Context: an optimization exercise on an open-source flow, tuned for small area. The choices shown serve that exercise and are no tape-out recipe. Function was checked by simulation only, so behaviour that the tests miss may differ from the original. No activity file was given, so power comes from the tool's default toggle rates.

### flow/config.mk
export PLATFORM = sky130hd
export DESIGN_NAME = decode_rf
export DESIGN_NICKNAME = decode_rf
export VERILOG_FILES = /design/flow/design.v
export SDC_FILE = /design/flow/constraint.sdc
export NUM_CORES = 4
export LEC_CHECK = 0
export CAP_MARGIN = 20
export CORE_MARGIN = 2
export CORE_UTILIZATION = 45
export SLEW_MARGIN = 20
export SYNTH_HIERARCHICAL = 1
### flow/constraint.sdc
create_clock -name core_clock -period 6.0 [get_ports {clk}]
set_input_delay 1.2000 -clock core_clock [delete_from_list [all_inputs] [get_ports {clk}]]
set_output_delay 1.2000 -clock core_clock [all_outputs]
set_load 0.01 [all_outputs]
### flow/design.v
module decode_rf #(
  parameter int unsigned PEND_DEPTH = 4
) (
  input  logic        clk,
  input  logic        reset,
  input  logic        if_insn_valid,
  input  logic [31:0] if_insn,
  input  logic [63:0] if_pc,
  output logic        if_insn_retry,
  output logic        insn_valid,
  output logic [31:0] insn,
  output logic [63:0] pc,
  output logic [63:0] sign_ext,
  output logic [63:0] src1,
  output logic [63:0] src2,
  input  logic        insn_retry,
  input  logic        dest_valid,
  input  logic        dest_long,
  input  logic [63:0] dest
);
  localparam int unsigned PW = (PEND_DEPTH > 1) ? $clog2(PEND_DEPTH) : 1;
  localparam logic [6:0] OPC_LOAD     = 7'b0000011;
  localparam logic [6:0] OPC_OP_IMM   = 7'b0010011;
  localparam logic [6:0] OPC_AUIPC    = 7'b0010111;
  localparam logic [6:0] OPC_OP_IMM32 = 7'b0011011;
  localparam logic [6:0] OPC_STORE    = 7'b0100011;
  localparam logic [6:0] OPC_OP       = 7'b0110011;
  localparam logic [6:0] OPC_LUI      = 7'b0110111;
  localparam logic [6:0] OPC_OP32     = 7'b0111011;
  localparam logic [6:0] OPC_BRANCH   = 7'b1100011;
  localparam logic [6:0] OPC_JALR     = 7'b1100111;
  localparam logic [6:0] OPC_JAL      = 7'b1101111;
  logic [63:0]           rf_q [1:31];
  logic [63:0]           wbuf_q;
  logic [4:0]            wbuf_rd_q;
  logic                  fwd1_q, fwd2_q;
  logic [3:0]            hi1_q, hi2_q;    
  logic [7:0]            lo1_q, lo2_q;    
  logic [4:0]            pend_q [PEND_DEPTH];
  logic [PEND_DEPTH-1:0] pend_vld_q;
  logic [PW-1:0]         rd_ptr_q, wr_ptr_q;
  logic                  insn_valid_q;
  logic [31:0]           insn_q;
  logic [63:0]           pc_q;
  logic [4:0]  rs1, rs2, rd, pop_rd;
  logic [6:0]  opc;
  logic        writes_rd, pop, push, full, hazard, accept, hold;
  logic [63:0] wb_data;
  assign opc     = if_insn[6:0];
  assign rs1     = if_insn[19:15];
  assign rs2     = if_insn[24:20];
  assign rd      = if_insn[11:7];
  assign pop     = dest_valid && (|pend_vld_q);
  assign pop_rd  = pend_q[rd_ptr_q];
  assign wb_data = dest_long ? dest : {{32{dest[31]}}, dest[31:0]};
  assign full    = &pend_vld_q;
  always_comb begin
    case (opc)
      OPC_LOAD, OPC_OP_IMM, OPC_OP_IMM32, OPC_JALR,
      OPC_LUI, OPC_AUIPC, OPC_JAL, OPC_OP, OPC_OP32: writes_rd = (rd != 5'd0);
      default:                                       writes_rd = 1'b0;
    endcase
  end
  always_comb begin
    hazard = 1'b0;
    for (int unsigned k = 0; k < PEND_DEPTH; k++) begin
      if (pend_vld_q[k] && !(pop && rd_ptr_q == PW'(k))) begin
        if ((rs1 != 5'd0 && rs1 == pend_q[k]) ||
            (rs2 != 5'd0 && rs2 == pend_q[k]))
          hazard = 1'b1;
      end
    end
  end
  assign hold          = insn_valid_q && insn_retry;
  assign if_insn_retry = full || hazard || hold;
  assign accept        = if_insn_valid && !if_insn_retry;
  assign push          = accept && writes_rd;
  logic [4:0]  wbuf_rd_d;
  logic        fwd1_d, fwd2_d;
  assign wbuf_rd_d = pop ? pop_rd : wbuf_rd_q;
  assign fwd1_d    = (rs1 != 5'd0) && (rs1 == wbuf_rd_d);
  assign fwd2_d    = (rs2 != 5'd0) && (rs2 == wbuf_rd_d);
  logic [31:1] rf_we;
  logic [63:0] rf_wd;
  always_comb begin
    for (int r = 1; r < 32; r++)
      rf_we[r] = reset || (pop && wbuf_rd_q == 5'(r));
    rf_wd = reset ? 64'd0 : wbuf_q;
  end
  always_ff @(posedge clk) begin
    if (reset) begin
      wbuf_rd_q    <= '0;
      pend_vld_q   <= '0;
      rd_ptr_q     <= '0;
      wr_ptr_q     <= '0;
      insn_valid_q <= 1'b0;
    end else begin
      if (pop) begin
        wbuf_rd_q              <= pop_rd;
        pend_vld_q[rd_ptr_q]   <= 1'b0;
        rd_ptr_q               <= rd_ptr_q + 1'b1;
      end
      if (push) begin
        pend_vld_q[wr_ptr_q] <= 1'b1;
        wr_ptr_q             <= wr_ptr_q + 1'b1;
      end
      insn_valid_q <= accept || hold;
    end
  end
  always_ff @(posedge clk) begin
    for (int r = 1; r < 32; r++)
      if (rf_we[r]) rf_q[r] <= rf_wd;
    if (pop) wbuf_q <= wb_data;
    if (push) pend_q[wr_ptr_q] <= rd;
    if (!hold) begin
      insn_q <= if_insn;
      pc_q   <= if_pc;
    end
    if (accept) begin
      fwd1_q <= fwd1_d;
      fwd2_q <= fwd2_d;
      hi1_q  <= fwd1_d ? 4'd0 : 4'(1) << rs1[4:3];
      hi2_q  <= fwd2_d ? 4'd0 : 4'(1) << rs2[4:3];
      lo1_q  <= 8'(1) << rs1[2:0];
      lo2_q  <= 8'(1) << rs2[2:0];
    end else if (pop) begin
      fwd1_q <= 1'b0;
      fwd2_q <= 1'b0;
      hi1_q  <= 4'(1) << insn_q[19:18];
      hi2_q  <= 4'(1) << insn_q[24:23];
    end
  end
  logic       fwd1, fwd2;
  logic [31:1] sel1, sel2;
  assign fwd1 = fwd1_q;
  assign fwd2 = fwd2_q;
  always_comb begin
    for (int r = 1; r < 32; r++) begin
      sel1[r] = hi1_q[r/8] && lo1_q[r%8];
      sel2[r] = hi2_q[r/8] && lo2_q[r%8];
    end
  end
  logic [31:0] s1, s2;
  assign s1 = {sel1, fwd1};
  assign s2 = {sel2, fwd2};
  for (genvar b = 0; b < 64; b++) begin : g_rd
    logic [31:0] d;
    assign d[0] = wbuf_q[b];
    for (genvar r = 1; r < 32; r++) begin : g_d
      assign d[r] = rf_q[r][b];
    end
    drf_rd_bit u_rd1 (.d(d), .s(s1), .y(src1[b]));
    drf_rd_bit u_rd2 (.d(d), .s(s2), .y(src2[b]));
  end
  logic [31:0] oi;
  assign oi = insn_q;
  always_comb begin
    case (oi[6:0])
      OPC_LOAD, OPC_OP_IMM, OPC_OP_IMM32, OPC_JALR:
        sign_ext = {{52{oi[31]}}, oi[31:20]};
      OPC_STORE:
        sign_ext = {{52{oi[31]}}, oi[31:25], oi[11:7]};
      OPC_BRANCH:
        sign_ext = {{51{oi[31]}}, oi[31], oi[7], oi[30:25], oi[11:8], 1'b0};
      OPC_LUI, OPC_AUIPC:
        sign_ext = {{32{oi[31]}}, oi[31:12], 12'h000};
      OPC_JAL:
        sign_ext = {{43{oi[31]}}, oi[31], oi[19:12], oi[20], oi[30:21], 1'b0};
      default:
        sign_ext = '0;
    endcase
  end
  assign insn_valid = insn_valid_q;
  assign insn       = insn_q;
  assign pc         = pc_q;
endmodule
module drf_rd_bit (
  input  logic [31:0] d,
  input  logic [31:0] s,
  output logic        y
);
  logic [9:0] n;
  for (genvar g = 0; g < 10; g++) begin : g_aoi
    drf_aoi222 u_aoi (.a1(d[3*g]), .a2(s[3*g]), .b1(d[3*g+1]), .b2(s[3*g+1]),
                      .c1(d[3*g+2]), .c2(s[3*g+2]), .y(n[g]));
  end
  logic p0, p1, p2, q;
  drf_nand4 u_n0 (.a(n[0]), .b(n[1]), .c(n[2]), .d(n[3]), .y(p0));
  drf_nand4 u_n1 (.a(n[4]), .b(n[5]), .c(n[6]), .d(n[7]), .y(p1));
  drf_nand2 u_n2 (.a(n[8]), .b(n[9]), .y(q));
  drf_ao221 u_ao (.a1(d[30]), .a2(s[30]), .b1(d[31]), .b2(s[31]), .c(q), .y(p2));
  drf_or3   u_o  (.a(p0), .b(p1), .c(p2), .y(y));
endmodule
module drf_aoi222 (
  input  logic a1, a2, b1, b2, c1, c2,
  output logic y
);
  assign y = ~((a1 & a2) | (b1 & b2) | (c1 & c2));
endmodule
module drf_ao221 (
  input  logic a1, a2, b1, b2, c,
  output logic y
);
  assign y = (a1 & a2) | (b1 & b2) | c;
endmodule
module drf_nand2 (
  input  logic a, b,
  output logic y
);
  assign y = ~(a & b);
endmodule
module drf_nand4 (
  input  logic a, b, c, d,
  output logic y
);
  assign y = ~(a & b & c & d);
endmodule
module drf_or3 (
  input  logic a, b, c,
  output logic y
);
  assign y = a | b | c;
endmodule
### flow/flow/run.sh
#!/bin/bash
set -euo pipefail
export BUFFER_PORTS_ARGS="-buffer_cell sky130_fd_sc_hd__buf_1"
export CTS_ARGS="-sink_clustering_enable -repair_clock_nets -dont_use_dummy_load -buf_list {sky130_fd_sc_hd__clkbuf_8} -sink_clustering_size 15 -sink_clustering_max_diameter 100"
bash standard.sh finish > flow_make.log 2>&1
### flow/standard.sh
#!/bin/bash
# synth_recipe.tcl (not shown) runs the flow's synth.tcl, then flattens the netlist and writes it again
# the make line also repeats each setting of config.mk as NAME=value (left out here)
make -C /OpenROAD-flow-scripts/flow DESIGN_CONFIG=/design/flow/config.mk WORK_HOME=/design/flow/orfs CLKGATE_MAP_FILE= SYNTH_SCRIPT=/design/flow/synth_recipe.tcl "${@:-finish}"
==> results of run 1 <==
[sequential cells by signal, summed over array words and instances (netlist names), named ones only]
signal,flops
pend_q,20
hi2_q,4
lo2_q,8
fwd2_q,1
rd_ptr_q,2
pend_vld_q,4
fwd1_q,1
wbuf_rd_q,5
insn_valid_q,1
wbuf_q,64
hi1_q,4
rf_q,1984
pc_q,64
lo1_q,8
wr_ptr_q,2
insn_q,32
[worst reg2reg max path, cell delays in order, from the launching register on]
cell and delay [ns]:
dfxtp_1 0.41, o41ai_2 0.11, buf_4 0.23, inv_4 0.39
nand4_1 0.47, o21bai_4 1.02, buf_4 0.52
[routing by layer]
layer	share of wire [%]	vias up	global-route usage [%]	wire length [um]
li1	-	24291	-	-
met5	0.027	-	0.0977	92
met1	34	31717	43.9	118000
met2	45	6130	51.3	154000
met4	6.0	14	18.4	20600
met3	15	1030	9.93	53200
[Yosys stat by module (local to each module, per instance), a selection]
module	flops+latches	times used	area, sq um
decode_rf	2206	1	70000
drf_ao221	0	128	10.0
drf_aoi222	0	1280	10.0
drf_nand4	0	256	6.26
drf_or3	0	128	6.26
drf_nand2	0	128	3.75
[cell families (layout without fill, tap and decap cells)]
logic type                 after synthesis  in the layout
DFF                                   2206           2206
AOI/OAI and AO/OA                     1503           1503
and+or+nand+nor                        859            859
buffers and inverters                   87            837
xor gates and xnor gates                52             52
muxes                                   18             18
adders and majority gates               16             16
other                                    0             10
[cell usage in the layout (no fill, tap or decap), types with 12 or more instances in the layout]
master / instances
a222oi_1: 1281
nor3_1: 16
ha_1: 16
clkbuf_8: 166
buf_1: 453
and2_4: 62
nor2b_1: 67
a221o_1: 128
a21oi_1: 12
buf_12: 28
edfxtp_1: 2190
nand4_1: 264
nand2_1: 246
o21bai_4: 16
nor2_1: 19
xor2_1: 44
buf_4: 176
dfxtp_1: 16
or3_1: 129
[through the flow]
stage | util [%] | instance area, sq um | total power (uW)
after global routing | 50.0 | 96100 | 29500
after floorplan | - | 87100 | 20000
final | 50.0 | 96100 | 28900
after CTS | 49.9 | 96100 | 28800
after detailed placement | 48.7 | 93800 | 21800
after global placement | 48.7 | 93800 | 21800
[layout make-up]
type | instances | area, sq um | share of cell area [%]
Clock buffer | 166 | 2280 | 2.38
Tap cell | 2526 | 3160 | 3.29
Multi-Input combinational cell | 2448 | 20900 | 21.8
Inverter | 11 | 43.8 | 0.0456
Timing Repair Buffer | 660 | 3610 | 3.75
Sequential cell | 2206 | 66100 | 68.8
Antenna cell | 10 | 25.0 | 0.0260
[how the worst min path moves through the flow]
| stage | endpoint | slack, ns | cells past startpoint |
|---|---|---|---|
| 6_report | wbuf_q[24]$_DFFE_PP_ | 0.40 | 1 |
| 5_1_grt | wbuf_q[24]$_DFFE_PP_ | 0.34 | 1 |
| 3_5_place_dp | pend_vld_q[1]$_SDFF_PP0_ | 0.49 | 2 |
| 2_1_floorplan | pend_vld_q[1]$_SDFF_PP0_ | 0.46 | 2 |
| 4_1_cts | wbuf_q[24]$_DFFE_PP_ | 0.31 | 1 |
| 3_3_place_gp | pend_vld_q[0]$_SDFF_PP0_ | 0.49 | 2 |
[power by group through the flow]
stage | Combinational [uW] | Sequential (uW) | Clock (uW)
after floorplan | 1630 | 18400 | 0
after global placement | 3390 | 18400 | 0
after detailed placement | 3410 | 18400 | 0
after CTS | 3420 | 18100 | 7280
after global routing | 3600 | 18200 | 7760
final | 3580 | 18100 | 7210
==> metrics.csv, run 1 <==
metric,value,unit
r2r_end,rf_q[30][48]$_DFFE_PP_,
r2r-start,pend_vld_q[2]$_SDFF_PP0_,
cts-root-buf,clkbuf_8,
path_delay_family,simple AND/OR/NAND/NOR gates,
clock_sinks,2206,
yosysMostFrequentCell,edfxtp_1,
synth_top_family_by_area,compound AO/OA/AOI/OAI gates,
min_period_over_period,84.8,%
synth_mux_area_share,0.282,%
synth_adder_area_share,0.230,%
cts_buffers,166,
timing.critical_path.buf_inv,2,
grt.total_usage,33.8,%
cp.required,4.80,ns
ys.flop_type,edfxtp_1,
cpMaxStageDelayCell,edfxtp_1,
yosysTopAreaCellShare,75.6,%
outcome,timing/DRC/antenna clean,
synthSimpleGateAreaFrac,5.43,%
synth_nets,4923,
grt_start_max_net_pins,85,
ios,456,
startpoint_type,flop,
dieWidth,444,um
seqPwrFrac,62.6,%
fin_setup_tns,0,ns
synth_compound_area_share,17.0,%
end_kind,output pin,
setup_violations,0,
fin_worst_skew,0.112,ns
rsz0062_at_grt,false,
worstSkewPairLatency,0.96,ns
synthXorXnorAreaFrac,0.523,%
period_minus_slack,5.09,ns
routed_wl,346000,um
viasPerCell,7.87,
p_switching,7750,uW
cts_tree,yes,
die_y,444,um
die-area,0.197,sq mm
grt_antenna_before_repair,26,
clock_path_buffers,3,
switching_share,26.8,%
ctsResizeCount,0,
port_buffers,455,
drc,0,
dr.pass1.iters,14,
yosys_warnings,8,
fin_ws,0.910,ns
synth_area_leaders,"edfxtp_1 (76%), a222oi_1 (15%), nand4_1 (1.9%), a221o_1 (1.5%), nand2_1 (1.1%)",
fin_nets,5675,
postSynthRegisterBits,2206,
vias,63182,
path_cells,and2_4 -> buf_4 -> a222oi_1 -> nand4_1 -> or3_1 -> buf_1,
drt_iter0_markers,17011,
post-place-ws,1.36,ns
ys_seq_area_share,76.0,%
cts_max_level,4,
slowest_delay,0.53,ns
hold_viol,0,
grt_pass1_vias,62316,
timing.critical_path.to,src1[20],
gp_congestion,0.869,
synth_edf_count,2190,
start_util,45.2,%
crit_type,flop to output pin,
crit_start,hi1_q[2]$_DFFE_PP_,
r2r_cells,6,
peakVddDrop,202,uV
drive_gt1_share,8.87,%
synth_top_cells_by_count,"edfxtp_1 (2190), a222oi_1 (1281), nand4_1 (264)",
worst_pin_slew,1.26,ns
whs,0.401,ns
slew_violations,0,
core-area,0.192,sq mm
final_antenna_net_count,0,
cp_num_cells,6,
cp_data_arrival_time,3.89,ns
synth_top_area_cell,edfxtp_1,
wl_per_cell,43.1,um
slew_headroom,15.8,%
comb_power_share,12.4,%
fmax,196,MHz
instances_no_fill,8027,
clock_power_share,25.0,%
min_path_type,input port to flop,
syn_avg_cell_area,18.4,sq um
synthCells,4741,
synth_area,0.0870,sq mm
rrSetupSlack,2.46,ns
post-place-cells,7850,
grt_pass1_wl,469000,um
area_growth_syn_to_layout,10.5,%
min_from,dest[24],
pwr_density_cell,300,mW/mm^2
power.leakage,0.0312,uW
post_cts_buffers,0,
overflow,0,
synthArstFlopShare,0,%
path_clk_slew,0.11,ns
fillerInstances,15906,
ys_types,58,
path_max_fanout,40,
cap_violations,0,
cts_hold_buf,0,
rows,161,
p_int,21100,uW
hpwl,194000,um
==> run 2: changes to the inputs <==
--- a/flow/design.v
+++ b/flow/design.v
@@ -34,8 +34,6 @@
   logic [63:0]           wbuf_q;
   logic [4:0]            wbuf_rd_q;
   logic                  fwd1_q, fwd2_q;
-  logic [3:0]            hi1_q, hi2_q;    
-  logic [7:0]            lo1_q, lo2_q;    
   logic [4:0]            pend_q [PEND_DEPTH];
   logic [PEND_DEPTH-1:0] pend_vld_q;
   logic [PW-1:0]         rd_ptr_q, wr_ptr_q;
@@ -76,10 +74,7 @@
   assign accept        = if_insn_valid && !if_insn_retry;
   assign push          = accept && writes_rd;
   logic [4:0]  wbuf_rd_d;
-  logic        fwd1_d, fwd2_d;
   assign wbuf_rd_d = pop ? pop_rd : wbuf_rd_q;
-  assign fwd1_d    = (rs1 != 5'd0) && (rs1 == wbuf_rd_d);
-  assign fwd2_d    = (rs2 != 5'd0) && (rs2 == wbuf_rd_d);
   logic [31:1] rf_we;
   logic [63:0] rf_wd;
   always_comb begin
@@ -117,27 +112,24 @@
       pc_q   <= if_pc;
     end
     if (accept) begin
-      fwd1_q <= fwd1_d;
-      fwd2_q <= fwd2_d;
-      hi1_q  <= fwd1_d ? 4'd0 : 4'(1) << rs1[4:3];
-      hi2_q  <= fwd2_d ? 4'd0 : 4'(1) << rs2[4:3];
-      lo1_q  <= 8'(1) << rs1[2:0];
-      lo2_q  <= 8'(1) << rs2[2:0];
+      fwd1_q <= (rs1 != 5'd0) && (rs1 == wbuf_rd_d);
+      fwd2_q <= (rs2 != 5'd0) && (rs2 == wbuf_rd_d);
     end else if (pop) begin
       fwd1_q <= 1'b0;
       fwd2_q <= 1'b0;
-      hi1_q  <= 4'(1) << insn_q[19:18];
-      hi2_q  <= 4'(1) << insn_q[24:23];
-    end
-  end
+    end
+  end
+  logic [4:0] ors1, ors2;
   logic       fwd1, fwd2;
   logic [31:1] sel1, sel2;
+  assign ors1 = insn_q[19:15];
+  assign ors2 = insn_q[24:20];
   assign fwd1 = fwd1_q;
   assign fwd2 = fwd2_q;
   always_comb begin
     for (int r = 1; r < 32; r++) begin
-      sel1[r] = hi1_q[r/8] && lo1_q[r%8];
-      sel2[r] = hi2_q[r/8] && lo2_q[r%8];
+      sel1[r] = (ors1 == 5'(r)) && !fwd1;
+      sel2[r] = (ors2 == 5'(r)) && !fwd2;
     end
   end
   logic [31:0] s1, s2;
==> run 2 against run 1 <==
- combinational power decreased by 41%
- clock skew decreased by 0.031 ns
- sequential share of layout area decreased by 0.60 points
- critical path depth increased by 3
- worst setup slack got worse by 0.58 ns
- count of clock-buffer cells in the layout decreased by 3
- utilization increased by 0.57 points
- routed wire length decreased by 6.4%
- non-clock buffer count increased by 64
- via count decreased by 2.1%
- die area decreased by 1.3%
- flip-flop and latch count decreased by 24
==> metrics.csv, run 2 <==
metric,value,unit,change
hold_viol,0,,unchanged
port_buffers,455,,unchanged
r2r_cells,7,,was 6
end_kind,output pin,,unchanged
holdPathStages,1,,unchanged
cts_buffers,163,,was 166
slowest_delay,0.90,ns,was 0.53 ns
ctsResizeCount,0,,unchanged
rows,160,,was 161
grt_antenna_before_repair,27,,was 26
viasPerCell,7.69,,was 7.87
overflow,0,,unchanged
cts_max_level,4,,unchanged
fin_worst_skew,0.0814,ns,was 0.112 ns
slew_violations,0,,unchanged
grt_pass1_wl,450000,um,was 469000 um
synth_adder_area_share,0.175,%,was 0.230%
cts_tree,yes,,unchanged
hpwl,194000,um,about the same
rsz0062_at_grt,false,,unchanged
yosysMostFrequentCell,edfxtp_1,,unchanged
core-area,0.190,sq mm,was 0.192 sq mm
cpMaxStageDelayCell,nor2_4,,was edfxtp_1
worst_pin_slew,1.22,ns,was 1.26 ns
postSynthRegisterBits,2182,,was 2206
vias,61865,,was 63182
slew_headroom,18.4,%,was 15.8%
post-place-ws,1.37,ns,was 1.36 ns
synth_top_cells_by_count,"edfxtp_1 (2166), a222oi_1 (1280), nand4_1 (263)",,"was edfxtp_1 (2190), a222oi_1 (1281), nand4_1 (264)"
drc,0,,unchanged
r2r_end,rf_q[30][17]$_DFFE_PP_,,was rf_q[30][48]$_DFFE_PP_
cp_data_arrival_time,4.47,ns,was 3.89 ns
whs,0.384,ns,was 0.401 ns
dr.pass1.iters,14,,unchanged
min_path_type,input port to flop,,unchanged
fillerInstances,15660,,was 15906
top_regs,"rf_q: 1984 flops, pc_q: 64 flops, wbuf_q: 64 flops",,unchanged
path_cells,nor2b_1 -> nand2_1 -> nor2_4 -> buf_4 -> a222oi_1 -> nand2_1 -> a221o_1 -> or3_1 -> buf_1,,was and2_4 -> buf_4 -> a222oi_1 -> nand4_1 -> or3_1 -> buf_1
yosys_warnings,8,,unchanged
ys_seq_area_share,76.1,%,was 76.0%
ys.flop_type,edfxtp_1,,unchanged
grt.total_usage,32.4,%,was 33.8%
fin_nets,5701,,was 5675
drt_iter0_markers,14891,,was 17011
startpoint_type,flop,,unchanged
post_dp_cell_area,0.0936,sq mm,was 0.0938 sq mm
rrSetupSlack,2.54,ns,was 2.46 ns
synth_top_area_cell,edfxtp_1,,unchanged
fin_ws,0.327,ns,was 0.910 ns
min_period_over_period,94.5,%,was 84.8%
clock_sinks,2182,,was 2206
die-area,0.194,sq mm,was 0.197 sq mm
path_clk_slew,0.10,ns,was 0.11 ns
post_cts_buffers,0,,unchanged
finalInstanceArea,0.0959,sq mm,was 0.0961 sq mm
synthArstFlopShare,0,%,unchanged
gp_congestion,0.901,,was 0.869
ios,456,,unchanged
wl_per_cell,40.2,um,was 43.1 um
grt_pass1_vias,61241,,was 62316
dieWidth,441,um,was 444 um
min_from,dest[10],,was dest[24]
synth_area_leaders,"edfxtp_1 (76%), a222oi_1 (15%), nand4_1 (1.9%), a221o_1 (1.5%), nand2_1 (1.1%)",,unchanged
synth_top_family_by_area,compound AO/OA/AOI/OAI gates,,unchanged
crit_type,flop to output pin,,unchanged
timing.critical_path.buf_inv,2,,unchanged
synth_edf_count,2166,,was 2190
most-common-layout-cells,"edfxtp_1 (2166), a222oi_1 (1280), buf_1 (453)",,"was edfxtp_1 (2190), a222oi_1 (1281), buf_1 (453)"
cp.required,4.80,ns,about the same
clock_path_buffers,3,,unchanged
final_antenna_net_count,0,,unchanged
power,27100,uW,was 28900 uW
outcome,timing/DRC/antenna clean,,unchanged
grt_start_max_net_pins,69,,was 85
synth_area,0.0859,sq mm,was 0.0870 sq mm
worstHoldEndpoint,wbuf_q[10]$_DFFE_PP_,,was wbuf_q[24]$_DFFE_PP_
period_minus_slack,5.67,ns,was 5.09 ns
cts_hold_buf,0,,unchanged
final_common_cell,edfxtp_1,,unchanged
cts-root-buf,clkbuf_8,,unchanged
path_common_cell,nand2_1,,
path_max_fanout,36,,was 40
fin_setup_tns,0,ns,unchanged
power.leakage,0.0318,uW,was 0.0312 uW
peakVddDrop,188,uV,was 202 uV
setup_violations,0,,unchanged
synth_compound_area_share,17.1,%,was 17.0%
syn_avg_cell_area,18.2,sq um,was 18.4 sq um
fmax,176,MHz,was 196 MHz
routed_wl,324000,um,was 346000 um
synthCells,4711,,was 4741
ys_types,52,,was 58
synthXorXnorAreaFrac,0.520,%,was 0.523%
area_growth_syn_to_layout,11.7,%,was 10.5%
largest_register,rf_q,,unchanged
start_util,45.2,%,about the same
synthSimpleGateAreaFrac,5.41,%,was 5.43%
synth_nets,4889,,was 4923
die_y,441,um,was 444 um
worstSkewPairLatency,1.00,ns,was 0.96 ns
cap_violations,0,,unchanged
path_delay_family,simple AND/OR/NAND/NOR gates,,unchanged
drive_gt1_share,10.0,%,was 8.87%
largest_reg_flops,1984,,unchanged
yosysTopAreaCellShare,75.7,%,was 75.6%
pwr_density_cell,282,mW/mm^2,was 300 mW/mm^2
r2r-start,pend_vld_q[0]$_SDFF_PP0_,,was pend_vld_q[2]$_SDFF_PP0_
synth_mux_area_share,0.168,%,was 0.282%
-- run 2: changes by cell type in the layout (fill, tap and decap cells not counted), sizes merged, moves of 12 or more --
cell    previous run  this run
xor2              44        32
o21bai            17         2
nand2            247       260
edfxtp          2190      2166
o21ai              5        21
buf              658       722
nor2              20        84
and2              73        12
-- run 2: modules after synthesis (local to each module, per instance), excerpt --
module / area (sq um) / copies in the design / flops+latches
drf_nand4: 6.26 / 256 / 0
drf_aoi222: 10.0 / 1280 / 0
drf_nand2: 3.75 / 128 / 0
drf_or3: 6.26 / 128 / 0
drf_ao221: 10.0 / 128 / 0
decode_rf: 68900 / 1 / 2182
-- run 2: layout make-up --
cell class                      instances  area (sq um)  area share (%)
Multi-Input combinational cell       2441         20800            21.7
Inverter                               11          43.8          0.0457
Sequential cell                      2182         65400            68.2
Antenna cell                           17          42.5          0.0444
Tap cell                             2511          3140            3.28
Clock buffer                          163          2240            2.34
Timing Repair Buffer                  724          4250            4.43
-- run 2: how the worst max path moves through the flow --
stage | from | to | cells past startpoint
6_report | insn_q[23]$_DFFE_PN_ | src2[14] | 9
3_5_place_dp | insn_q[23]$_DFFE_PN_ | src2[14] | 9
4_1_cts | insn_q[23]$_DFFE_PN_ | src2[14] | 9
3_3_place_gp | insn_q[21]$_DFFE_PN_ | src2[10] | 7
2_1_floorplan | dest_valid | rf_q[28][0]$_DFFE_PP_ | 4
5_1_grt | insn_q[23]$_DFFE_PN_ | src2[14] | 9
-- run 2: cell families (layout without fill, tap and decap cells) --
family | count (synthesis) | after routing
other | 0 | 17
AOI/OAI and AO/OA | 1491 | 1491
xor gates and xnor gates | 51 | 51
and+or+nand+nor | 879 | 879
adders and majority gates | 12 | 12
muxes | 8 | 8
buffers and inverters | 88 | 898
DFF | 2182 | 2182
-- run 2: per-layer routing --
layer | track usage (%) | up-vias | wire length [um] | share of wire, %
met5 | 0 | - | 152 | 0.047
met3 | 7.75 | 993 | 43700 | 14
met1 | 42.7 | 31178 | 114000 | 35
met2 | 50.5 | 5400 | 148000 | 46
met4 | 16.4 | 22 | 18000 | 5.6
li1 | - | 24272 | - | -
-- run 2: per-stage QoR --
step	cells	utilization, %
6_report	8049	50.5
5_1_grt	8038	50.5
4_1_cts	8032	50.5
3_5_place_dp	7869	49.3
3_3_place_gp	7869	49.3
2_1_floorplan	4711	-
-- run 2: report_power, final --
part	internal, uW	switching [uW]	total (uW)
logic	508	1590	2100
registers	17500	375	17900
clock network	2430	4640	7070
==> run 3: changes to the inputs <==
==> flow/flow/run.sh (replaced) <==
#!/bin/bash
set -euo pipefail
export BUFFER_PORTS_ARGS="-buffer_cell sky130_fd_sc_hd__buf_1"
export CTS_ARGS="-sink_clustering_enable -repair_clock_nets -dont_use_dummy_load -buf_list {sky130_fd_sc_hd__clkbuf_16} -sink_clustering_size 26 -sink_clustering_max_diameter 120"
bash standard.sh finish > flow_make.log 2>&1
--- a/flow/config.mk
+++ b/flow/config.mk
@@ -7,6 +7,6 @@
 export LEC_CHECK = 0
 export CAP_MARGIN = 20
 export CORE_MARGIN = 2
-export CORE_UTILIZATION = 45
+export CORE_UTILIZATION = 52
 export SLEW_MARGIN = 20
 export SYNTH_HIERARCHICAL = 1
==> run 3 against run 2 <==
- global-route usage is 6.2 points higher
- worst hold slack improved by 0.15 ns
- clock power is 3.5% higher
- die area down 13%
- final area is 0.12% higher
- count of clock-buffer cells in the layout is 69 lower
==> metrics.csv, run 3 <==
metric,value,unit,change
path_max_fanout,30,,was 36
cap_violations,0,,unchanged
fmax,180,MHz,was 176 MHz
post_cts_buffers,0,,unchanged
drive_gt1_share,9.01,%,was 10.0%
p_int,20900,uW,was 20500 uW
synth_area_leaders,"edfxtp_1 (76%), a222oi_1 (15%), nand4_1 (1.9%), a221o_1 (1.5%), nand2_1 (1.1%)",,unchanged
rows,149,,was 160
clock_path_buffers,3,,unchanged
area_growth_syn_to_layout,11.8,%,was 11.7%
min_path_type,flop to flop,,was input port to flop
gp_congestion,0.891,,was 0.901
synth_mux_area_share,0.168,%,unchanged
setup_violations,0,,unchanged
grt_use_met2,58.9,%,was 50.5%
fin_worst_skew,0.0621,ns,was 0.0814 ns
path_clk_slew,0.10,ns,about the same
seqPwrFrac,65.4,%,was 66.1%
postSynthRegisterBits,2182,,unchanged
ys_types,52,,unchanged
cts_tree,yes,,unchanged
grt_util_met3,11.0,%,was 7.75%
dieWidth,410,um,was 441 um
cp.required,4.80,ns,about the same
period_minus_slack,5.56,ns,was 5.67 ns
yosysMostFrequentCell,edfxtp_1,,unchanged
worstHoldEndpoint,wr_ptr_q[1]$_SDFFE_PP0P_,,was wbuf_q[10]$_DFFE_PP_
worst_pin_slew,1.24,ns,was 1.22 ns
ys.flop_type,edfxtp_1,,unchanged
cts-root-buf,clkbuf_16,,was clkbuf_8
grt_pass1_wl,457000,um,was 450000 um
cp_data_arrival_time,4.36,ns,was 4.47 ns
post-place-cells,7556,,was 7869
r2r_end,rf_q[20][10]$_DFFE_PP_,,was rf_q[30][17]$_DFFE_PP_
wl_per_cell,43.7,um,was 40.2 um
grt_antenna_before_repair,16,,was 27
r2r_cells,5,,was 7
synthCells,4711,,unchanged
use_met1,50.5,%,was 42.7%
cts_hold_buf,0,,unchanged
clock_sinks,2182,,unchanged
outcome,timing/DRC/antenna clean,,unchanged
busiest_layer,met2,,unchanged
synth_compound_area_share,17.1,%,unchanged
synth_top_area_cell,edfxtp_1,,unchanged
die_y,410,um,was 441 um
drt_iter0_markers,15947,,was 14891
path_cells,nand2_1 -> nor2_4 -> buf_4 -> buf_4 -> a222oi_1 -> nand4_1 -> or3_1 -> buf_1,,was nor2b_1 -> nand2_1 -> nor2_4 -> buf_4 -> a222oi_1 -> nand2_1 -> a221o_1 -> or3_1 -> buf_1
comb_power_share,7.8,%,about the same
power.leakage,0.0319,uW,was 0.0318 uW
fin_nets,5641,,was 5701
synth_top_family_by_area,compound AO/OA/AOI/OAI gates,,unchanged
min_from,wr_ptr_q[1]$_SDFFE_PP0P_,,was dest[10]
rsz0062_at_grt,false,,unchanged
post-place-ws,1.36,ns,was 1.37 ns
grt_pass1_vias,61384,,was 61241
utilization,58.4,%,was 50.5%
die-area,0.168,sq mm,was 0.194 sq mm
holdPathStages,2,,was 1
drc,0,,unchanged
yosysTopAreaCellShare,75.7,%,unchanged
synthXorXnorAreaFrac,0.520,%,unchanged
p_switching,6490,uW,was 6610 uW
overflow,0,,unchanged
seqCellArea,0.0654,sq mm,unchanged
slew_headroom,17.1,%,was 18.4%
cpMaxStageDelayCell,edfxtp_1,,was nor2_4
port_buffers,455,,unchanged
yosys_warnings,8,,unchanged
min_period_over_period,92.6,%,was 94.5%
syn_avg_cell_area,18.2,sq um,unchanged
largest_register,rf_q,,unchanged
synth_adder_area_share,0.175,%,unchanged
cts_max_level,3,,was 4
synth_edf_count,2166,,unchanged
top_regs,"rf_q: 1984 flops, pc_q: 64 flops, wbuf_q: 64 flops",,unchanged
worstSkewPairLatency,0.78,ns,was 1.00 ns
peakVddDrop,265,uV,was 188 uV
fin_ws,0.442,ns,was 0.327 ns
largest_reg_flops,1984,,unchanged
cts_buffers,94,,was 163
start_util,52.2,%,was 45.2%
instances_no_fill,7658,,was 8049
viasPerCell,8.22,,was 7.69
crit_type,flop to output pin,,unchanged
fillerInstances,12473,,was 15660
final_antenna_net_count,0,,unchanged
synthArstFlopShare,0,%,unchanged
synth_nets,4889,,unchanged
core-area,0.164,sq mm,was 0.190 sq mm
rrSetupSlack,2.65,ns,was 2.54 ns
synth_area,0.0859,sq mm,unchanged
ios,456,,unchanged
ys_seq_area_share,76.1,%,unchanged
most-common-layout-cells,"edfxtp_1 (2166), a222oi_1 (1280), buf_1 (453)",,unchanged
final_common_cell,edfxtp_1,,unchanged
pwr_density_cell,285,mW/mm^2,was 282 mW/mm^2
grt_start_max_net_pins,65,,was 69
multiInputGateArea,0.0208,sq mm,about the same
path_common_cell,buf_4,,was nand2_1
r2r-start,wbuf_rd_q[2]$_SDFF_PP0_,,was pend_vld_q[0]$_SDFF_PP0_
end_kind,output pin,,unchanged
hold_viol,0,,unchanged
grt.total_usage,38.6,%,was 32.4%
startpoint_type,flop,,unchanged
switching_share,23.7,%,was 24.4%
routed_wl,335000,um,was 324000 um
vias,62923,,was 61865
dr.pass1.iters,14,,unchanged
ctsResizeCount,0,,unchanged
hpwl,192000,um,was 194000 um
synthSimpleGateAreaFrac,5.41,%,unchanged
synth_top_cells_by_count,"edfxtp_1 (2166), a222oi_1 (1280), nand4_1 (263)",,unchanged
slowest_delay,0.63,ns,was 0.90 ns
clock_power_share,26.8,%,was 26.1%
slew_violations,0,,unchanged
run 3: cell counts after synthesis:
No cell type changed its count.
run 3: cells by family after synthesis:
kind of cell               count (synthesis)
AOI/OAI and AO/OA                       1491
xor gates and xnor gates                  51
adders and majority gates                 12
buffers and inverters                     88
DFF                                     2182
muxes                                      8
and+or+nand+nor                          879
run 3: power groups by stage:
stage	registers, uW	logic, uW	clock network (uW)
6_report	17900	2130	7320
5_1_grt	18000	2170	7820
4_1_cts	17900	2060	7350
3_5_place_dp	18200	2060	0
3_3_place_gp	18200	2050	0
2_1_floorplan	18200	901	0
run 3: per-layer routing:
layer / vias to the layer above / part of all wire, %
li1: 24184 / -
met1: 31578 / 34
met2: 5965 / 45
met3: 1182 / 15
met4: 14 / 6.2
met5: - / 0.024
run 3: critical path: cells and delay by family, from the launching register on:
kind                   cells  cell delay (ns)
AOI/OAI and AO/OA          1             0.13
and+or+nand+nor            4             1.51
DFF                        1             0.63
buffers and inverters      3             1.32
run 3: layout make-up:
type / count / area share (%)
tap: 2189 / 2.85
antenna: 8 / 0.0209
timing repair buffer: 733 / 4.87
clock buffer: 94 / 2.45
inverter: 11 / 0.0456
multi-input combinational: 2441 / 21.7
sequential: 2182 / 68.1
run 3: worst max path at each step:
| stage | startpoint | to | slack [ns] | depth (start not counted) |
|---|---|---|---|---|
| after detailed placement | insn_q[20]$_DFFE_PN_ | src2[54] | 1.36 | 7 |
| final | insn_q[20]$_DFFE_PN_ | src2[25] | 0.44 | 8 |
| after floorplan | dest_valid | rf_q[28][0]$_DFFE_PP_ | -0.73 | 4 |
| after global placement | insn_q[20]$_DFFE_PN_ | src2[54] | 1.36 | 7 |
| after global routing | insn_q[20]$_DFFE_PN_ | src2[10] | 0.39 | 7 |
| after CTS | insn_q[22]$_DFFE_PN_ | src2[54] | 0.53 | 8 |
run 3: per-stage QoR:
stage / hold slack, ns / TNS [ns] / instance area, sq um / total power [uW]
after global placement: 0.512 / 0 / 93600 / 20200
after detailed placement: 0.518 / 0 / 93600 / 20300
after CTS: 0.532 / 0 / 96000 / 27300
after global routing: 0.542 / 0 / 96000 / 28000
final: 0.530 / 0 / 96000 / 27300
after floorplan: 0.483 / -423.65 / 85900 / 19100
run 3: Yosys stat by module (local to each module, per instance), a selection:
module      times used  cell area, sq um  cells
drf_ao221          128              10.0      1
drf_or3            128              6.26      1
drf_aoi222        1280              10.0      1
drf_nand2          128              3.75      1
drf_nand4          256              6.26      1
decode_rf            1             68900   2791
==> run 4: changes to the inputs <==
--- a/flow/design.v
+++ b/flow/design.v
@@ -18,7 +18,6 @@
   input  logic        dest_long,
   input  logic [63:0] dest
 );
-  localparam int unsigned PW = (PEND_DEPTH > 1) ? $clog2(PEND_DEPTH) : 1;
   localparam logic [6:0] OPC_LOAD     = 7'b0000011;
   localparam logic [6:0] OPC_OP_IMM   = 7'b0010011;
   localparam logic [6:0] OPC_AUIPC    = 7'b0010111;
@@ -36,7 +35,7 @@
   logic                  fwd1_q, fwd2_q;
   logic [4:0]            pend_q [PEND_DEPTH];
   logic [PEND_DEPTH-1:0] pend_vld_q;
-  logic [PW-1:0]         rd_ptr_q, wr_ptr_q;
+  logic [PEND_DEPTH-1:0] rd_oh_q, wr_oh_q;    
   logic                  insn_valid_q;
   logic [31:0]           insn_q;
   logic [63:0]           pc_q;
@@ -49,7 +48,11 @@
   assign rs2     = if_insn[24:20];
   assign rd      = if_insn[11:7];
   assign pop     = dest_valid && (|pend_vld_q);
-  assign pop_rd  = pend_q[rd_ptr_q];
+  always_comb begin
+    pop_rd = '0;
+    for (int unsigned k = 0; k < PEND_DEPTH; k++)
+      if (rd_oh_q[k]) pop_rd = pop_rd | pend_q[k];
+  end
   assign wb_data = dest_long ? dest : {{32{dest[31]}}, dest[31:0]};
   assign full    = &pend_vld_q;
   always_comb begin
@@ -62,7 +65,7 @@
   always_comb begin
     hazard = 1'b0;
     for (int unsigned k = 0; k < PEND_DEPTH; k++) begin
-      if (pend_vld_q[k] && !(pop && rd_ptr_q == PW'(k))) begin
+      if (pend_vld_q[k] && !(pop && rd_oh_q[k])) begin
         if ((rs1 != 5'd0 && rs1 == pend_q[k]) ||
             (rs2 != 5'd0 && rs2 == pend_q[k]))
           hazard = 1'b1;
@@ -86,19 +89,19 @@
     if (reset) begin
       wbuf_rd_q    <= '0;
       pend_vld_q   <= '0;
-      rd_ptr_q     <= '0;
-      wr_ptr_q     <= '0;
+      rd_oh_q      <= PEND_DEPTH'(1);
+      wr_oh_q      <= PEND_DEPTH'(1);
       insn_valid_q <= 1'b0;
     end else begin
       if (pop) begin
         wbuf_rd_q              <= pop_rd;
-        pend_vld_q[rd_ptr_q]   <= 1'b0;
-        rd_ptr_q               <= rd_ptr_q + 1'b1;
+        rd_oh_q                <= {rd_oh_q[PEND_DEPTH-2:0], rd_oh_q[PEND_DEPTH-1]};
       end
       if (push) begin
-        pend_vld_q[wr_ptr_q] <= 1'b1;
-        wr_ptr_q             <= wr_ptr_q + 1'b1;
+        wr_oh_q              <= {wr_oh_q[PEND_DEPTH-2:0], wr_oh_q[PEND_DEPTH-1]};
       end
+      pend_vld_q   <= (pend_vld_q & ~({PEND_DEPTH{pop}} & rd_oh_q))
+                      | ({PEND_DEPTH{push}} & wr_oh_q);
       insn_valid_q <= accept || hold;
     end
   end
@@ -106,7 +109,8 @@
     for (int r = 1; r < 32; r++)
       if (rf_we[r]) rf_q[r] <= rf_wd;
     if (pop) wbuf_q <= wb_data;
-    if (push) pend_q[wr_ptr_q] <= rd;
+    for (int unsigned k = 0; k < PEND_DEPTH; k++)
+      if (push && wr_oh_q[k]) pend_q[k] <= rd;
     if (!hold) begin
       insn_q <= if_insn;
       pc_q   <= if_pc;
==> run 4 against run 3 <==
- sequential power is essentially flat
- synthesized area shrank 0.19%
- combinational power is essentially flat
- still clean
==> metrics.csv, run 4 <==
metric,value,unit,change
r2r_end,rf_q[25][42]$_DFFE_PP_,,was rf_q[20][10]$_DFFE_PP_
ys.flop_type,edfxtp_1,,unchanged
drt_iter0_markers,16385,,was 15947
synth_nets,4842,,was 4889
routed_wl,338000,um,was 335000 um
r2r_cells,6,,was 5
finalInstanceArea,0.0958,sq mm,was 0.0960 sq mm
cts_tree,yes,,unchanged
worstSkewPairLatency,0.77,ns,was 0.78 ns
synthArstFlopShare,0,%,unchanged
overflow,0,,unchanged
grt_antenna_before_repair,9,,was 16
start_util,52.5,%,was 52.2%
final_common_cell,edfxtp_1,,unchanged
grt_pass1_wl,460000,um,was 457000 um
ctsResizeCount,0,,unchanged
utilization,58.7,%,was 58.4%
yosys_warnings,9,,was 8
cp.required,4.80,ns,about the same
ys_seq_area_share,76.3,%,was 76.1%
power.leakage,0.0319,uW,about the same
synth_edf_count,2166,,unchanged
min_period_over_period,93.9,%,was 92.6%
rsz0062_at_grt,false,,unchanged
yosysMostFrequentCell,edfxtp_1,,unchanged
fin_setup_tns,0,ns,unchanged
area_growth_syn_to_layout,11.8,%,about the same
min_path_type,flop to flop,,unchanged
drive_gt1_share,9.37,%,was 9.01%
synth_area_leaders,"edfxtp_1 (76%), a222oi_1 (15%), nand4_1 (1.9%), a221o_1 (1.5%), nand2_1 (1.0%)",,"was edfxtp_1 (76%), a222oi_1 (15%), nand4_1 (1.9%), a221o_1 (1.5%), nand2_1 (1.1%)"
post-place-cells,7536,,was 7556
grt_pass1_vias,61415,,was 61384
hold_viol,0,,unchanged
fin_worst_skew,0.0502,ns,was 0.0621 ns
worst_pin_slew,1.27,ns,was 1.24 ns
instances_no_fill,7639,,was 7658
end_kind,output pin,,unchanged
most-common-layout-cells,"edfxtp_1 (2166), a222oi_1 (1280), buf_1 (453)",,unchanged
gp_congestion,0.886,,was 0.891
port_buffers,455,,unchanged
cp_data_arrival_time,4.43,ns,was 4.36 ns
viasPerCell,8.30,,was 8.22
peakVddDrop,256,uV,was 265 uV
die_y,410,um,about the same
yosysTopAreaCellShare,75.9,%,was 75.7%
crit_type,flop to output pin,,unchanged
fillerInstances,12216,,was 12473
top_regs,"rf_q: 1984 flops, pc_q: 64 flops, wbuf_q: 64 flops",,unchanged
final_antenna_net_count,0,,unchanged
setup_violations,0,,unchanged
hpwl,197000,um,was 192000 um
largest_register,rf_q,,unchanged
cts_hold_buf,0,,unchanged
fin_nets,5623,,was 5641
synth_top_cells_by_count,"edfxtp_1 (2166), a222oi_1 (1280), nand4_1 (264)",,"was edfxtp_1 (2166), a222oi_1 (1280), nand4_1 (263)"
path_max_fanout,28,,was 30
path_clk_slew,0.11,ns,was 0.10 ns
pwr_density_cell,285,mW/mm^2,about the same
rows,148,,was 149
postSynthRegisterBits,2184,,was 2182
cap_violations,0,,unchanged
fmax,178,MHz,was 180 MHz
clock_sinks,2184,,was 2182
syn_avg_cell_area,18.3,sq um,was 18.2 sq um
rrSetupSlack,2.43,ns,was 2.65 ns
synthCells,4676,,was 4711
cts_max_level,3,,unchanged
grt_start_max_net_pins,69,,was 65
dr.pass1.iters,15,,was 14
grt.total_usage,39.0,%,was 38.6%
post_dp_cell_area,0.0934,sq mm,was 0.0936 sq mm
multiInputGateArea,0.0207,sq mm,was 0.0208 sq mm
largest_reg_flops,1984,,unchanged
outcome,timing/DRC/antenna clean,,unchanged
dieWidth,410,um,about the same
core-area,0.163,sq mm,was 0.164 sq mm
ys_types,50,,was 52
seqCellArea,0.0654,sq mm,about the same
r2r-start,pend_vld_q[1]$_SDFF_PP0_,,was wbuf_rd_q[2]$_SDFF_PP0_
power,27300,uW,about the same
slew_violations,0,,unchanged
holdPathStages,2,,unchanged
startpoint_type,flop,,unchanged
wl_per_cell,44.3,um,was 43.7 um
period_minus_slack,5.63,ns,was 5.56 ns
worstHoldEndpoint,wr_oh_q[3]$_SDFFE_PP0N_,,was wr_ptr_q[1]$_SDFFE_PP0P_
synth_top_area_cell,edfxtp_1,,unchanged
post_cts_buffers,0,,unchanged
slew_headroom,15.1,%,was 17.1%
vias,63392,,was 62923
clock_path_buffers,3,,unchanged
drc,0,,unchanged
synth_area,0.0857,sq mm,was 0.0859 sq mm
die-area,0.168,sq mm,about the same
ios,456,,unchanged
min_from,wr_oh_q[3]$_SDFFE_PP0N_,,was wr_ptr_q[1]$_SDFFE_PP0P_
cts-root-buf,clkbuf_16,,unchanged
cts_buffers,93,,was 94
==> run 4: cell count changes after synthesis, sizes merged, moves of 5 or more <==
| cell | change |
|---|---|
| nor2b | +11 |
| mux4 | -5 |
| nor3 | -11 |
| and2 | -11 |
| ha | -12 |
| inv | -6 |
| o21bai | +19 |
| nand2 | -28 |
| a21o | +10 |
| a22oi | +9 |
| o21ai | -15 |
==> run 4: power breakdown <==
| group | switching (uW) | leakage [uW] | internal (uW) |
|---|---|---|---|
| clock | 4520 | 0.00115 | 2790 |
| combinational | 1610 | 0.00869 | 526 |
| sequential | 362 | 0.0221 | 17500 |
==> run 4: cell type report <==
type / instances / share of cell area, %
Antenna cell: 9 / 0.0235
Clock buffer: 93 / 2.43
Inverter: 6 / 0.0261
Tap cell: 2175 / 2.84
Timing Repair Buffer: 763 / 4.86
Sequential cell: 2184 / 68.3
Multi-Input combinational cell: 2409 / 21.6
==> run 4: layer usage <==
| layer | wire [um] | global-route usage (%) | vias up |
|---|---|---|---|
| li1 | - | - | 24155 |
| met1 | 115000 | 50.8 | 31817 |
| met2 | 150000 | 58.9 | 6170 |
| met3 | 51200 | 11.0 | 1236 |
| met4 | 22800 | 22.7 | 14 |
| met5 | 94 | 0 | - |
==> run 4: kinds of logic (layout without fill, tap and decap cells) <==
kind of cell              after synthesis  count (layout)  share of synthesized area [%]
other                                   0               9                              0
muxes                                   2               2                         0.0350
and+or+nand+nor                       848             848                           5.33
xor gates and xnor gates               50              50                          0.511
buffers and inverters                  83             862                          0.523
DFF                                  2184            2184                           76.3
AOI/OAI and AO/OA                    1509            1509                           17.3
==> run 4: critical path, cell delays in order (launching register included) <==
cell      delay (ns)
edfxtp_1        0.37
buf_4           0.17
nand2b_1        0.52
nor2_4          0.89
buf_4           0.71
a222oi_1        0.19
nand4_1         0.17
or3_1           0.33
buf_1           0.21
==> run 4: worst max-delay path by stage <==
stage | cells after the start | slack [ns] | start | to
floorplan | 5 | -0.41 | dest_valid | rf_q[15][0]$_DFFE_PP_
global placement | 8 | 1.41 | insn_q[15]$_DFFE_PN_ | src1[61]
detailed placement | 7 | 1.39 | insn_q[20]$_DFFE_PN_ | src2[61]
CTS | 7 | 0.58 | insn_q[20]$_DFFE_PN_ | src2[61]
global route | 8 | 0.49 | insn_q[15]$_DFFE_PN_ | src1[33]
finish | 8 | 0.37 | insn_q[15]$_DFFE_PN_ | src1[33]
==> run 4: through the flow <==
stage / hold slack, ns / setup slack, ns
global placement: 0.472 / 1.41
floorplan: 0.450 / -0.410
global route: 0.547 / 0.492
finish: 0.487 / 0.368
CTS: 0.491 / 0.579
detailed placement: 0.472 / 1.39
==> run 4: Yosys stat by module, one instance, submodules excluded, excerpt <==
module | flip-flops and latches | times used
decode_rf | 2184 | 1
drf_ao221 | 0 | 128
drf_aoi222 | 0 | 1280
drf_nand4 | 0 | 256
drf_or3 | 0 | 128
drf_nand2 | 0 | 128

==> afterwards: timing with drivers on the ports <==
The flow's constraints put no driver on any port. The routed layouts listed below were extracted and timed again, unchanged, in two steps.
Step 1 assumes that a clkbuf_16 drives the clock port and a buf_2 every other input.
Step 2 times the ports against the registers' clock, not the clock port: input delays grow and output delays shrink by t, the midpoint of the rising clock arrivals with the driver on.
Slacks: ideal ports / drivers / drivers and shift; pairs: ideal ports / drivers.
| run | shift t [ns] | slack for setup (ns) | worst hold slack (ns) |
|---|---|---|---|
| run 1 | 0.992 | 0.910 / 0.826 / 1.255 | 0.401 / 0.345 / 0.505 |
| run 2 | 1.032 | 0.327 / 0.238 / 1.270 | 0.384 / 0.322 / 0.535 |
| run 3 | 0.847 | 0.442 / 0.345 / 1.192 | 0.530 / 0.507 / 0.530 |
| run 4 | 0.832 | 0.368 / 0.278 / 1.110 | 0.487 / 0.487 / 0.487 |
After both steps setup and hold are still met in every run listed.
